Source: an optimization exercise on an open RTL-to-GDS flow (aim: small area, a short achievable clock period and few clock cycles). Production flows keep margins and buffers that such runs may drop. Where RTL was checked, it was by simulation tests only, not by an equivalence proof against the original. Power figures rest on the tool's default switching activity, not on a simulated workload.

before:
## battleship_top
module battleship_top (
    input  logic        clk,
    input  logic        reset,
    input  logic        read,
    input  logic [9:0]  req,
    output logic [11:0] data_out,
    output logic        data_ready
);
Size in the first run: ~0.015 mm² of cells after synthesis.
export LEC_CHECK = 0
export ABC_AREA = 1
export CAP_MARGIN = 20
export CORE_MARGIN = 2
export CORE_UTILIZATION = 55
export CTS_BUF_LIST = sky130_fd_sc_hd__clkbuf_8 sky130_fd_sc_hd__clkbuf_16
export CTS_CLUSTER_DIAMETER = 80
export CTS_CLUSTER_SIZE = 24
export SLEW_MARGIN = 20
create_clock -name core_clock -period 9.0 [get_ports {clk}]
standard.sh (not shown) runs the stock make flow with config.mk's settings and CLKGATE_MAP_FILE= SYNTH_SCRIPT=/design/flow/synth_recipe.tcl, a recipe that flattens the netlist after the stock synthesis.
==> flow/flow/run.sh <==
#!/bin/bash
set -euo pipefail
bash standard.sh SETUP_SLACK_MARGIN=5.5 "BUFFER_PORTS_ARGS=-buffer_cell sky130_fd_sc_hd__buf_4" finish > flow_standard.log 2>&1
Per the final summary, before finished and its layout is clean on timing, DRC and antenna.
Testbench counts of before, summed over its fixed seeds: cycles 2,888.
> inputs changed (before -> after)
==> flow/flow/run.sh <==
#!/bin/bash
set -euo pipefail
bash standard.sh SETUP_SLACK_MARGIN=7 "BUFFER_PORTS_ARGS=-buffer_cell sky130_fd_sc_hd__buf_4" finish > flow_standard.log 2>&1
### Flow results
after finished every stage and its layout cleared the timing, design-rule and antenna checks.
As far as final total negative setup slack goes, after and before are indistinguishable; the numbers are identical.
On worst-case setup slack after placement, after does better than before.
Compared with before, in after area taken by multi-input logic gates +36%; detailed-routed wire length on met3 +170%; total routed wirelength +about 40%; met2 track demand over resource +8.1 points; sequential standard cell area +0.31%.

Another version of the RTL of battleship_top (not shown whole).
For scale: ~26 I/O pins, about 0.016 mm² of cells after synthesis.
Design battleship_top, start of the top module:
module battleship_top (
    input  logic        clk,
    input  logic        reset,
    input  logic        read,
    input  logic [9:0]  req,
    output logic [11:0] data_out,
    output logic        data_ready
);
export LEC_CHECK = 0
export ABC_AREA = 0
export CAP_MARGIN = 20
export CORE_MARGIN = 2
export CORE_UTILIZATION = 55
export CTS_BUF_LIST = sky130_fd_sc_hd__clkbuf_8 sky130_fd_sc_hd__clkbuf_16
export CTS_CLUSTER_DIAMETER = 80
export CTS_CLUSTER_SIZE = 24
export SLEW_MARGIN = 20
create_clock -name core_clock -period 9.0 [get_ports {clk}]
==> flow/flow/run.sh <==
#!/bin/bash
set -euo pipefail
bash standard.sh SETUP_SLACK_MARGIN=6 "BUFFER_PORTS_ARGS=-buffer_cell sky130_fd_sc_hd__buf_4" finish > flow_standard.log 2>&1
The baseline completed with no timing, DRC or antenna violations.
Rerun with:
==> flow/flow/run.sh (replaced) <==
#!/bin/bash
set -euo pipefail
bash standard.sh SETUP_SLACK_MARGIN=6.3 "BUFFER_PORTS_ARGS=-buffer_cell sky130_fd_sc_hd__buf_4" finish > flow_standard.log 2>&1
- ABC_AREA: 0 -> 1
After rerunning: Count of clock-buffer cells in the layout is unchanged; global-route usage drops by 1.7 points; critical path depth increases by 3; combinational power goes up by about 4%; fmax climbs by 14%; wire length came out lower by 13%; setup slack gains 440 ps; first-iteration DRC count went up by 0.34%.
Function was not checked in any run of this note: the RTL went through the layout flow alone.

JK:
Another version of the RTL of battleship_top (not shown whole).
For scale: ~320 flip-flops, ~26 I/O pins, about 16000 um^2 of cells after synthesis.
Design battleship_top, start of the top module:
module battleship_top (
    input  logic        clk,
    input  logic        reset,
    input  logic        read,
    input  logic [9:0]  req,
    output logic [11:0] data_out,
    output logic        data_ready
);
    localparam logic [2:0] K_PLACED = 3'd0, K_REJ = 3'd1, K_MISS = 3'd2,
                           K_HIT = 3'd3, K_WIN = 3'd4;
    function automatic logic ge4(input logic [3:0] a, input logic [3:0] b);
        logic [3:0] g, p;
        g = a & ~b;
        p = a | ~b;
        ge4 = g[3]
            | (p[3] & g[2])
            | (p[3] & p[2] & g[1])
            | (p[3] & p[2] & p[1] & p[0]);
    endfunction
    function automatic logic [3:0] sub_sat(input logic [3:0] a, input int k);
        sub_sat = 4'd0;
        for (int v = 0; v < 16; v++)
            if (a == 4'(v))
                sub_sat = (v >= k) ? 4'(v - k) : 4'd0;
    endfunction
    function automatic logic [3:0] add_k(input logic [3:0] a, input int k);
        add_k = 4'd0;
        for (int v = 0; v < 16; v++)
            if (a == 4'(v))
                add_k = 4'(v + k);
    endfunction
    localparam logic [4:0] HITS_16 = 5'b10111;
    function automatic logic [4:0] lfsr_next(input logic [4:0] v);
        lfsr_next = {v[3:0], !(v[4] ^ v[2])};
    endfunction
    function automatic int lm1_of(input int k);
        case (k)
            0:       lm1_of = 4;
            1:       lm1_of = 3;
            4:       lm1_of = 1;
            default: lm1_of = 2;
        endcase
    endfunction
    logic        placing;            
    logic        over;               
    logic        turn;               
    logic        bsel;               
    logic [4:0]  sidx;               
    logic [4:0]  hits [2];           
    logic [3:0]  srow [10];          
    logic [3:0]  scol [10];
    logic        shor [10];
    logic [9:0]  shot0 [10];         
    logic [9:0]  shot1 [10];
    logic       p, h;
    logic [3:0] r, c;
    assign p = req[9];
    assign h = req[8];
    assign r = req[7:4];
    assign c = req[3:0];
    logic shooting;
    assign shooting = !placing && !over;
    logic [4:0] valid;
    logic [3:0] r_lo [5], r_hi [5], c_lo [5], c_hi [5];
    logic [3:0] r_lo_v [5], c_lo_h [5];
    always_comb
  ...
Settings: LEC_CHECK=0, CAP_MARGIN=20, CORE_MARGIN=2, CORE_UTILIZATION=55, SETUP_SLACK_MARGIN=5, SLEW_MARGIN=20, TNS_END_PERCENT=0; clock period 9.0 ns.
run.sh (not shown) runs the stock make flow with config.mk's settings and CLKGATE_MAP_FILE= SYNTH_SCRIPT=/design/flow/synth_recipe.tcl, a recipe that flattens the netlist after the stock synthesis.
Stock flow here: none of the scripts above is used.
Testbench counts of JK, summed over its fixed seeds: cycles 2,888.
Inputs modified between JK and MS:
Settings: an added ABC_AREA of 1; a deleted TNS_END_PERCENT that had been 0.
--- outcome ---
Cmp MS and JK / first-pass GRT wire length / lower: JK. Post-synthesis simple-gate area fraction (lower): JK. The final layout from MS, which completed every stage, passed the timing, design-rule and antenna checks at the end of the flow. The time the final worst path needs with I/O delays and setup reported for MS is smaller than that of JK by 180 ps. Taking JK as the reference, in MS worst hold-check slack barely changed, adder-cell share of the synthesized area dropped 0.74 points, synthesized cell count climbed 328.
For AL, these inputs were changed with respect to MS:
Settings: removing ABC_AREA (formerly 1).
Notes after the runs:
Going from MS to AL, core utilization of the finished layout now sits lower, number of synthesized flops with an enable pin saw little to no change, detailed placement HPWL has decreased, total stage count of the critical path went down.
Clock group share of total power up 5.0 points in AL wrt MS

[port drivers added, routing unchanged]
The results above use ideal ports. As a check the final layouts listed here were re-extracted and re-timed, cells and wires unchanged. Step 1, drivers: a clkbuf_16 drives clk and a buf_2 each remaining input, both assumed. Step 2 adds t to the input delays and takes it off the output delays; t is the mean of the earliest and latest rising clock arrival at the registers after step 1. Input paths then give back, and output paths get back, about the clock's delay inside the block. a / b / c = no drivers / after step 1 / after step 2; a / b = the first two.
| run | t, ns | slack for setup (ns) | hold WS [ns] | worst setup path after step 2 | worst slew at a driven data input, ns |
|---|---|---|---|---|---|
| before | 0.571 | 5.457 / 5.461 / 4.890 | 0.465 / 0.465 / 0.465 | input to register | 0.06 |
| after | 0.588 | 5.147 / 5.091 / 4.503 | 0.460 / 0.460 / 0.460 | input to register | 0.20 |
| the first run of note 2 | 0.576 | 5.330 / 5.178 / 4.602 | 0.478 / 0.478 / 0.478 | input to register | 0.28 |
| the second run of note 2 | 0.581 | 5.775 / 5.737 / 5.157 | 0.475 / 0.475 / 0.475 | input to register | 0.21 |
| JK | 0.568 | 4.797 / 4.774 / 4.207 | 0.453 / 0.453 / 0.453 | input to register | 0.16 |
| MS | 0.562 | 4.976 / 4.997 / 4.435 | 0.454 / 0.454 / 0.454 | input to register | 0.08 |
| AL | 0.587 | 4.890 / 4.824 / 4.237 | 0.467 / 0.467 / 0.467 | input to register | 0.21 |
After both steps every run listed still meets setup and hold. The setup slack of the first run of note 2, which loses most, moves by -0.152 ns with the drivers and by -0.728 ns with both steps.
